What follows belongs to an exercise in optimizing a design on an open flow for small area; a production flow would make more cautious choices.
Only simulation tests tie the RTL to the original design; equivalence was not proved.
Power and IR drop assume default switching activity.

==> design/flow/design.v <==
`default_nettype none
package weight_pkg;
    localparam int LANES = 3;
    localparam int LOW_BASE = 5;
    localparam int HIGH_BASE = 7;
    localparam int CODE_LIMIT = HIGH_BASE * HIGH_BASE * LOW_BASE;
    localparam int OP_W = 3;
    typedef logic [7:0] packed_weights_t;
    typedef logic [LANES*OP_W-1:0] weight_lane_t;
endpackage
`default_nettype wire
`default_nettype none
package array_pkg;
    localparam int SLICES = 3;
    localparam int LANES = 3;
    localparam int ROWS = LANES * SLICES;
    localparam int COLS = SLICES;
    localparam int ACT_W = 8;
    localparam int ACC_W = 17;
    localparam int RESULT_W = 8;
    localparam int RESULT_SHIFT = 9;
    typedef logic signed [ACT_W-1:0] activation_t;
    typedef logic [ACC_W-1:0] acc_t;
    typedef logic [RESULT_W-1:0] result_t;
endpackage
`default_nettype wire
`default_nettype none
module weight_decoder (
    input  weight_pkg::packed_weights_t code,
    output weight_pkg::weight_lane_t lanes
);
    logic valid;
    logic [7:0] by_low;
    logic [2:0] top_digit;
    logic [2:0] mid_digit;
    logic [2:0] low_digit;
    assign valid = code < 8'(weight_pkg::CODE_LIMIT);
    assign by_low = code / 8'(weight_pkg::LOW_BASE);
    assign low_digit = valid ? 3'(code % 8'(weight_pkg::LOW_BASE)) : 3'd0;
    assign mid_digit = valid ? 3'(by_low % 8'(weight_pkg::HIGH_BASE)) : 3'd0;
    assign top_digit = valid ? 3'(by_low / 8'(weight_pkg::HIGH_BASE)) : 3'd0;
    assign lanes[0*weight_pkg::OP_W +: weight_pkg::OP_W] = top_digit;
    assign lanes[1*weight_pkg::OP_W +: weight_pkg::OP_W] = mid_digit;
    assign lanes[2*weight_pkg::OP_W +: weight_pkg::OP_W] = low_digit;
endmodule
`default_nettype wire
`default_nettype none
module operand_buffer (
    input  logic clk,
    input  logic reset,
    input  logic read_out,
    input  weight_pkg::weight_lane_t lanes,
    input  array_pkg::activation_t activation,
    output logic [3*weight_pkg::LANES*weight_pkg::OP_W-1:0] win_ops,
    output array_pkg::activation_t act_d3,
    output logic [1:0] slice,
    output logic [5:0] event_d
);
    logic ev;
    logic last_slice;
    logic complete;
    logic win0;
    logic win1;
    weight_pkg::weight_lane_t ops_d1;
    weight_pkg::weight_lane_t ops_d2;
    array_pkg::activation_t act_d1;
    array_pkg::activation_t act_d2;
    assign ev = reset | read_out;
    assign last_slice = slice == 2'd2;
    assign complete = last_slice & ~ev;
    always_ff @(posedge clk) begin
        if (ev || last_slice) begin
            slice <= 2'd0;
        end else begin
            slice <= slice + 2'd1;
        end
    end
    always_ff @(posedge clk) begin
        win0 <= complete;
        win1 <= win0;
        event_d <= {event_d[4:0], ev};
    end
    always_ff @(posedge clk) begin
        ops_d1 <= lanes;
        ops_d2 <= ops_d1;
        act_d1 <= activation;
        act_d2 <= act_d1;
        act_d3 <= (complete || win0 || win1) ? act_d2 : '0;
        if (complete) begin
            win_ops <= {lanes, ops_d1, ops_d2};
        end
    end
endmodule
`default_nettype wire
`default_nettype none
module mac_array (
    input  logic clk,
    input  logic [3*weight_pkg::LANES*weight_pkg::OP_W-1:0] win_ops,
    input  array_pkg::activation_t act_d3,
    input  logic ev,
    input  logic [5:0] event_d,
    input  logic [array_pkg::ROWS-1:0] stay,
    output logic [3*array_pkg::ROWS*array_pkg::RESULT_W-1:0] slot_hi
);
    localparam int OPW = weight_pkg::OP_W;
    localparam int LO = array_pkg::RESULT_SHIFT;
    localparam int HI = array_pkg::ACC_W - LO;
    localparam int RW = array_pkg::RESULT_W;
    function automatic logic [9:0] addend(input logic [2:0] digit, input logic [7:0] a,
                                          input logic low);
        logic [8:0] v;
        logic neg;
        if (low) begin
            neg = digit >= 3'd3;
            case (digit)
                3'd1, 3'd3: v = {a[7], a};
                3'd2, 3'd4: v = {a, 1'b0};
                default: v = 9'd0;
            endcase
        end else begin
            neg = digit[2];
            case (digit)
                3'd1, 3'd4: v = {{2{a[7]}}, a[7:1]};
                3'd2, 3'd5: v = {a[7], a};
                3'd3, 3'd6: v = {a, 1'b0};
                default: v = 9'd0;
            endcase
        end
        addend = {neg, v ^ {9{neg}}};
    endfunction
    function automatic logic [LO:0] add_lo(input logic [LO-1:0] acc, input logic [LO-1:0] x,
                                           input logic cin);
        logic c;
        logic p;
        c = cin;
        for (int i = 0; i < LO; i++) begin
            p = acc[i] ^ x[i];
            add_lo[i] = p ^ c;
            c = (acc[i] & x[i]) | (p & c);
        end
        add_lo[LO] = c;
    endfunction
    function automatic logic [HI-1:0] add_hi(input logic [HI-1:0] acc, input logic s,
                                             input logic cin);
        logic c;
        logic p;
        c = cin;
        for (int i = 0; i < HI; i++) begin
            p = acc[i] ^ s;
            add_hi[i] = p ^ c;
            c = (acc[i] & s) | (p & c);
        end
    endfunction
    logic clear_lo;
    logic capture;
    assign clear_lo = ev | event_d[0] | event_d[1];
    assign capture = event_d[0] | event_d[1] | event_d[2];
    logic clear_row0;
    assign clear_row0 = event_d[3] | event_d[4] | event_d[5];
    for (genvar r = 0; r < array_pkg::ROWS; r++) begin : g_ring
        localparam int SL = r / 3;
        localparam int LN = r % 3;
        logic [2:0] op;
        logic neg;
        logic [8:0] x;
        assign op = win_ops[(SL*3+LN)*OPW +: OPW];
        assign {neg, x} = addend(op, act_d3, LN == 2);
        if (r == 0) begin : g_lazy
            array_pkg::acc_t slot0_q;
            array_pkg::acc_t slot1_q;
            array_pkg::acc_t slot2_q;
            logic [LO-1:0] lo_in;
            logic [HI-1:0] hi_in;
            logic [LO:0] lo_sum;
            logic [HI-1:0] hi_sum;
            assign lo_in = clear_row0 ? '0 : slot2_q[LO-1:0];
            assign hi_in = clear_row0 ? '0 : slot2_q[array_pkg::ACC_W-1:LO];
            assign lo_sum = add_lo(lo_in, x, neg);
            always_comb begin
                case ({x[8], lo_sum[LO]})
                    2'b01: hi_sum = hi_in + 1'b1;
                    2'b10: hi_sum = hi_in - 1'b1;
                    default: hi_sum = hi_in;
                endcase
            end
            always_ff @(posedge clk) begin
                slot0_q <= {hi_sum, lo_sum[LO-1:0]};
                slot1_q <= slot0_q;
                slot2_q <= slot1_q;
            end
            assign slot_hi[0*RW +: RW] = slot0_q[LO +: RW];
            assign slot_hi[1*RW +: RW] = slot1_q[LO +: RW];
            assign slot_hi[2*RW +: RW] = slot2_q[LO +: RW];
        end else begin : g_split
            localparam int E = (r == 1) ? 1 : (r <= 3) ? 2 : (r <= 7) ? 3 : 4;
            logic [LO-1:0] lo0_q;
            logic [LO-1:0] lo1_q;
            logic [LO-1:0] lo2_q;
            logic [HI-1:0] hi0_q;
            logic [HI-1:0] hi1_q;
            logic [HI-1:0] hi2_q;
            logic [E-1:0] ext0_q;
            logic [E-1:0] ext1_q;
            logic [E-1:0] ext2_q;
            logic frozen0_q;
            logic frozen1_q;
            logic frozen2_q;
            logic carry_q;
            logic sign_q;
            logic [LO:0] lo_sum;
            logic [HI-1:0] hi_in;
            logic [HI-1:0] hi_sum;
            logic keep;
            assign lo_sum = add_lo(lo2_q, x, neg);
            assign hi_in = frozen0_q ? {{(HI-E){ext0_q[E-1]}}, ext0_q} : hi0_q;
            assign hi_sum = add_hi(hi_in, sign_q, carry_q);
            assign keep = frozen0_q & stay[r];
            always_ff @(posedge clk) begin
                lo0_q <= clear_lo ? '0 : lo_sum[LO-1:0];
                carry_q <= lo_sum[LO];
                sign_q <= x[8];
                hi0_q <= hi2_q;
                ext0_q <= ext2_q;
                frozen0_q <= frozen2_q;
                lo1_q <= lo0_q;
                if (keep && !capture) begin
                    hi1_q <= hi0_q;
                end else begin
                    hi1_q <= hi_sum;
                end
                ext1_q <= capture ? '0 : hi_sum[E-1:0];
                frozen1_q <= capture | keep;
                lo2_q <= lo1_q;
                hi2_q <= hi1_q;
                ext2_q <= ext1_q;
                frozen2_q <= frozen1_q;
            end
            assign slot_hi[(3*r+0)*RW +: RW] = hi0_q;
            assign slot_hi[(3*r+1)*RW +: RW] = hi1_q;
            assign slot_hi[(3*r+2)*RW +: RW] = hi2_q;
        end
    end
endmodule
`default_nettype wire
`default_nettype none
module result_queue (
    input  logic clk,
    input  logic reset,
    input  logic read_out,
    input  logic [1:0] slice,
    input  logic [5:0] event_d,
    input  logic [3*array_pkg::ROWS*array_pkg::RESULT_W-1:0] slot_hi,
    output logic [array_pkg::ROWS-1:0] stay,
    output array_pkg::result_t result
);
    localparam int RW = array_pkg::RESULT_W;
    logic active_q;
    logic zero_q;
    logic [3:0] row_q;
    logic [1:0] col_q;
    logic [1:0] phase_q;
    logic [1:0] step_col;
    logic step_before;
    always_ff @(posedge clk) begin
        if (reset) begin
            active_q <= 1'b0;
        end else if (read_out) begin
            active_q <= 1'b1;
            row_q <= '0;
            col_q <= '0;
            phase_q <= slice;
            zero_q <= event_d[0] | event_d[1] | event_d[2];
        end else if (active_q) begin
            if (col_q == 2'd2) begin
                col_q <= 2'd0;
                row_q <= row_q + 4'd1;
                if (row_q == 4'd8) begin
                    active_q <= 1'b0;
                end
            end else begin
                col_q <= col_q + 2'd1;
            end
        end
    end
    always_comb begin
        case (phase_q + col_q)
            2'd0: step_col = 2'd0;
            2'd1: step_col = 2'd1;
            2'd2: step_col = 2'd2;
            default: step_col = 2'd0;
        endcase
    end
    assign step_before = col_q < step_col;
    for (genvar r = 0; r < array_pkg::ROWS; r++) begin : g_stay
        assign stay[r] = active_q & ((row_q < 4'(r)) | ((row_q == 4'(r)) & step_before));
    end
    logic [1:0] lag;
    logic [2:0] col_ahead;
    logic [3:0] row_ahead;
    array_pkg::result_t pick_q [3];
    array_pkg::result_t row0_pick;
    always_comb begin
        case (phase_q)
            2'd0: lag = 2'd2;
            2'd1: lag = 2'd0;
            default: lag = 2'd1;
        endcase
        col_ahead = 3'(col_q) + 3'(lag);
        row_ahead = (col_ahead >= 3'd3) ? row_q + 4'd1 : row_q;
        pick_q[0] = '0;
        for (int r = 1; r < array_pkg::ROWS; r++) begin
            if (row_ahead == 4'(r)) begin
                pick_q[0] = slot_hi[(3*r+1)*RW +: RW];
            end
        end
        case (phase_q)
            2'd0: row0_pick = slot_hi[0*RW +: RW];
            2'd1: row0_pick = slot_hi[1*RW +: RW];
            default: row0_pick = slot_hi[2*RW +: RW];
        endcase
    end
    always_ff @(posedge clk) begin
        pick_q[1] <= pick_q[0];
        pick_q[2] <= pick_q[1];
    end
    always_comb begin
        result = '0;
        if (active_q && !zero_q) begin
            if (row_q == 4'd0) begin
                result = row0_pick;
            end else begin
                result = pick_q[lag];
            end
        end
    end
endmodule
`default_nettype wire
`default_nettype none
module matmul_top (
    input  logic clk,
    input  logic reset,
    input  weight_pkg::packed_weights_t weights_in,
    input  array_pkg::activation_t activation_in,
    input  logic read_out,
    output array_pkg::result_t result
);
    weight_pkg::weight_lane_t lanes;
    logic [3*weight_pkg::LANES*weight_pkg::OP_W-1:0] win_ops;
    array_pkg::activation_t act_d3;
    logic [1:0] slice;
    logic [5:0] event_d;
    logic ev;
    logic [array_pkg::ROWS-1:0] stay;
    logic [3*array_pkg::ROWS*array_pkg::RESULT_W-1:0] slot_hi;
    assign ev = reset | read_out;
    weight_decoder u_decoder (
        .code  (weights_in),
        .lanes (lanes)
    );
    operand_buffer u_buffer (
        .clk        (clk),
        .reset      (reset),
        .read_out   (read_out),
        .lanes      (lanes),
        .activation (activation_in),
        .win_ops    (win_ops),
        .act_d3     (act_d3),
        .slice      (slice),
        .event_d    (event_d)
    );
    mac_array u_array (
        .clk     (clk),
        .win_ops (win_ops),
        .act_d3  (act_d3),
        .ev      (ev),
        .event_d (event_d),
        .stay    (stay),
        .slot_hi (slot_hi)
    );
    result_queue u_queue (
        .clk      (clk),
        .reset    (reset),
        .read_out (read_out),
        .slice    (slice),
        .event_d  (event_d),
        .slot_hi  (slot_hi),
        .stay     (stay),
        .result   (result)
    );
endmodule
`default_nettype wire
==> design/flow/run.sh <==
#!/bin/bash
# synth_recipe.tcl (not shown) runs the flow's synth.tcl, then flattens the netlist and writes it again
# the make line also repeats each setting of config.mk as NAME=value (left out here)
make -C /OpenROAD-flow-scripts/flow DESIGN_CONFIG=/design/flow/config.mk WORK_HOME=/design/flow/orfs CLKGATE_MAP_FILE= SYNTH_SCRIPT=/design/flow/synth_recipe.tcl finish
==> design/flow/config.mk <==
export PLATFORM = sky130hd
export DESIGN_NAME = matmul_top
export DESIGN_NICKNAME = matmul_top
export VERILOG_FILES = /design/flow/design.v
export SDC_FILE = /design/flow/constraint.sdc
export NUM_CORES = 4
export LEC_CHECK = 0
export ABC_AREA = 1
export CAP_MARGIN = 20
export CORE_MARGIN = 2
export CORE_UTILIZATION = 40
export CTS_BUF_LIST = sky130_fd_sc_hd__clkbuf_16
export CTS_CLUSTER_DIAMETER = 100
export CTS_CLUSTER_SIZE = 33
export SLEW_MARGIN = 20
==> design/flow/constraint.sdc <==
create_clock -name core_clock -period 6.5 [get_ports {clk}]
set_input_delay 1.3000 -clock core_clock [delete_from_list [all_inputs] [get_ports {clk}]]
set_output_delay 1.3000 -clock core_clock [all_outputs]
set_load 0.01 [all_outputs]
==> key figures <==
Worst setup path
  • Top Family by Delay on Critical Path: compound AO/OA/AOI/OAI gates
  • R2R Setup Slk: 0.37 ns
  • Critical-path cell list: nor2_1, clkinv_1, fa_1, o21ai_1, o21ai_0, inv_1, nor2_4, nand2_1, inv_1, nand2_1, nand3_1, a221oi_1, nand4_1, or2_2, a21oi_1, a211oi_1, clkdlybuf4s50_1
  • Buf/Inv on CP: 4
  • Critical Path Fanout Max: 17
  • Slowest-stage cell, CP: clkdlybuf4s50_1
  • Reg2Reg Depth: 31
  • Worst path required time: 5.20 ns
  • Crit-path max cell delay: 0.50 ns
  • FF-to-FF Start: u_buffer.win_ops[2]
  • Critical path arrival: 4.91 ns
  • CP Class: flip-flop to output port
  • CP Capture Type: output port
  • Crit Reg-Reg Endpoint: u_array.g_ring[0].g_lazy.slot0_q[16]
  • Worst setup SP type: flip-flop

Floorplanning
  • Die Area: 60,600 sq um
  • Die H: 246 um
  • Width of the die: 246 um
  • Initial core utilization: 0.406
  • Top-Level Pins: 27
  • Core ar.: 57,800 sq um
  • Core Rows: 88

Timing
  • RSZ-0062 raised after global routing: yes
  • Max Fclk: 161 MHz
  • Final Hold Vio Count: 0
  • Slew Limit Fails: 0
  • Period utilization: 0.955
  • Worst Skew: 0.0383 ns
  • Rel. slew slack: 0.374
  • Final setup vio count: 0
  • Crit path time final: 6.21 ns
  • Least-Margin Pin Slew: 0.933 ns
  • Final TNS setup: 0 ns

Clock network
  • CTS Sinks: 667
  • CTS Buf Count: 24
  • Clk root buf: clkbuf_16
  • Htree depth: 1
  • Worst-Skew Late Latency: 0.60 ns
  • Post-cts hold buffer count: 0
  • Clock-pin slew on the worst setup and hold paths: 0.12 ns
  • Buffer depth of the longest clock path: 3
  • CTS tree: built

Final layout
  • Final #Nets: 2,424
  • Area of the multi-input gates: 8400 sq um
  • FF/Latch Area: 13,700 sq um
  • Fillers: 5,437
  • Ratio of cells with drive above 1 in the final layout: 0.0593
  • Diodes inserted: 0
  • Area growth syn-to-layout: 8.60%
  • Design Area, Final: 25,500 sq um
  • Post-route insts no fill: 3,024

Global routing
  • Number of global-route vias before repair: 13.9k
  • Pin count of the biggest net entering global routing: 51
  • First-pass GRT wire length: 71,400 um
  • Gr usage total: 0.146
  • Initial antenna violation count: 0
  • Grt total ovfl: 0

Placed design
  • DP Wirelength: 30,500 um
  • Port buffer count: 26
  • Routability cong.: 0.827
  • Inst Count DP: 2,988
  • Placed cell areas: 24,700 sq um

Synth
  • Number of synthesized flops with an enable pin: 36
  • Synthesized cell area: 23,500 sq um
  • Area leader, netlist: dfxtp_1
  • Yosys top cell area share: 0.539
  • Synth warn: 4
  • Synth area leaders: dfxtp_1 54%, fa_1 11%, inv_1 4.8%, nand2_1 4.7%, edfxtp_1 4.6%
  • Library cells used by synthesis: 49
  • Register area share after synthesis: 0.585
  • Synthesized Nets: 2,391
  • Asr flop ratio synth: 0
  • Syn_area_per_cell: 10.6 sq um
  • Seq cells post-synth: 667
  • Ys flop type: dfxtp_1
  • Cells after Synth: 2,218

Routing
  • Drt drc: 0
  • Avg Vias per Cell: 4.67
  • Routed WL per cell: 14.2 um
  • DR iter-0 viols: 794
  • TritonRoute pass-1 iters: 7
  • Number of antenna-violating nets in the routed design: 0
  • Final WL: 43,100 um
  • Via count: 14.1k

Run status
  • Status: no timing/DRC/antenna violations

Flow run
  • MaxCap Viol Count: 0

Hold path
  • Hold path depth: 0
  • Worst Hold Launch: u_array.g_ring[8].g_split.lo1_q[5]
  • Worst Hold Path EP: u_array.g_ring[8].g_split.lo2_q[5]
  • HP Class: flip-flop to flip-flop

Power and ir drop
  • PD cells: 273 nW/um^2
  • Leak: 0.0109 uW
  • Worst vdd ir: 205 uV
[synth_stat cells, types with 9 or more instances]
cell type  number
nor3_1          9
nand4_1        10
nand2_1       294
or2_2          18
xor2_1         84
xnor2_1        18
fa_1          130
clkinv_1        9
nand2_2        12
a21oi_1        50
dfxtp_1       631
inv_1         300
a221oi_1       10
clkbuf_1       48
o22ai_1        24
ha_1           24
edfxtp_1       36
nor2_1        184
nand3_1        52
o21ai_0       151
o221ai_1       37
inv_2          13
[placed cells by master (no fill, tap or decap), types with 29 or more instances in the layout]
master / Yosys / final
a21oi_1: 50 / 48
buf_4: 0 / 29
dfxtp_1: 631 / 631
edfxtp_1: 36 / 36
fa_1: 130 / 127
inv_1: 300 / 307
nand2_1: 294 / 293
nand3_1: 52 / 52
nor2_1: 184 / 180
o21ai_0: 151 / 149
o221ai_1: 37 / 36
xor2_1: 84 / 84
[cells by family (layout without fill, tap and decap cells)]
kind of cell,count (synthesis),in the layout,synth area share
flip-flops,667,667,0.585
AND/OR/NAND/NOR,595,595,0.108
buffers and inverters,372,413,0.0596
AO/OA/AOI/OAI,321,321,0.0828
adder cells (fa/ha/maj),154,154,0.124
XOR/XNOR,102,102,0.0381
multiplexers,7,7,0.00299
[worst max-delay path by stage]
stage / start / to / slack (ns) / cells past startpoint
after global placement: u_buffer.win_ops[2] / u_array.g_ring[0].g_lazy.slot0_q[16] / 0.12 / 32
after detailed placement: u_buffer.win_ops[2] / u_array.g_ring[0].g_lazy.slot0_q[16] / 0.15 / 29
after global routing: u_buffer.win_ops[0] / u_array.g_ring[0].g_lazy.slot0_q[16] / -0.03 / 32
after floorplan: u_buffer.win_ops[2] / u_array.g_ring[0].g_lazy.slot0_q[16] / 0.13 / 32
final: u_queue.phase_q[1] / result[3] / 0.29 / 17
after CTS: u_queue.phase_q[1] / result[6] / 0.1 / 17
[sequential cells by signal, indices dropped and copies added, names as in the netlist, 21 cells and up]
signal	flops
u_array.g_ring.g_split.hi2_q	64
u_buffer.win_ops	27
u_array.g_ring.g_split.hi1_q	64
u_array.g_ring.g_split.lo0_q	72
u_array.g_ring.g_split.lo2_q	72
u_array.g_ring.g_split.lo1_q	72
u_array.g_ring.g_split.ext2_q	21
u_array.g_ring.g_split.ext1_q	21
u_array.g_ring.g_split.hi0_q	64
u_array.g_ring.g_split.ext0_q	21
[area by class of cell]
cell class              count  share of cell area
repair buffers             56              0.0198
clock buffers              24              0.0236
flip-flops and latches    667               0.538
multi-input cells        1179               0.330
clock inverters            10             0.00300
well taps                 765              0.0376
inverters                 323              0.0477
[timing repair]
item	in CTS	in global routing
setup endpoints to repair	0	9
buffers inserted	0	1
hold endpoints to repair	0	0
gates resized for setup	0	16
[worst reg2reg max path: cells and delay by family (launching register included)]
kind            cells  cell delay, ns
simple gates        8            0.57
xor+xnor            2            0.30
compound gates      6            0.84
fa+ha+maj          10            3.53
flops               1            0.44
buf+inv             5            0.38
[stage by stage]
| stage | hold slack [ns] | util | total power [uW] | setup WS, ns |
|---|---|---|---|---|
| 2_1_floorplan | 0.310 | - | 4950 | 0.126 |
| 3_3_place_gp | 0.310 | 0.427 | 5130 | 0.117 |
| 3_5_place_dp | 0.312 | 0.427 | 5160 | 0.151 |
| 4_1_cts | 0.306 | 0.439 | 7020 | 0.0951 |
| 5_1_grt | 0.300 | 0.441 | 7260 | -0.0284 |
| 6_report | 0.302 | 0.441 | 6940 | 0.292 |
[layer usage]
| metal | up-vias | wire, um | GRT usage | part of all wire |
|---|---|---|---|---|
| met5 | - | 0 | 0 | 0 |
| met4 | 0 | 1240 | 0.0417 | 0.029 |
| met3 | 75 | 1900 | 0.0193 | 0.044 |
| met2 | 271 | 19200 | 0.233 | 0.44 |
| met1 | 6743 | 20800 | 0.206 | 0.48 |
| li1 | 7020 | - | - | - |
[report_power, final]
group | internal [uW] | leakage, uW | switching, uW
Clock | 690 | 0.000357 | 1190
Sequential | 4350 | 0.00553 | 90.4
Combinational | 228 | 0.00503 | 403
Total | 5270 | 0.0109 | 1680

## separate check: timing with driven ports
No port has a modelled driver above. Below, the same layout with a new extraction and two added sets of constraints. Step 1, drivers: a clkbuf_16 drives clk and a buf_2 each remaining input, both assumed. Step 2 also shifts input and output timing later by t, the mid clock arrival at the registers, as if the neighbouring blocks saw the same clock. Slacks: ideal ports / drivers / drivers and shift; pairs: ideal ports / drivers.
t, ns: 0.649
slack for setup (ns): 0.292 / 0.230 / 0.368
worst setup path at the end: register to register
latest minus earliest clock arrival (ns): 0.045 / 0.045
After both steps setup and hold are still met in this run. For this run, drivers alone change the setup slack by -0.062 ns; drivers and shift together by +0.076 ns.
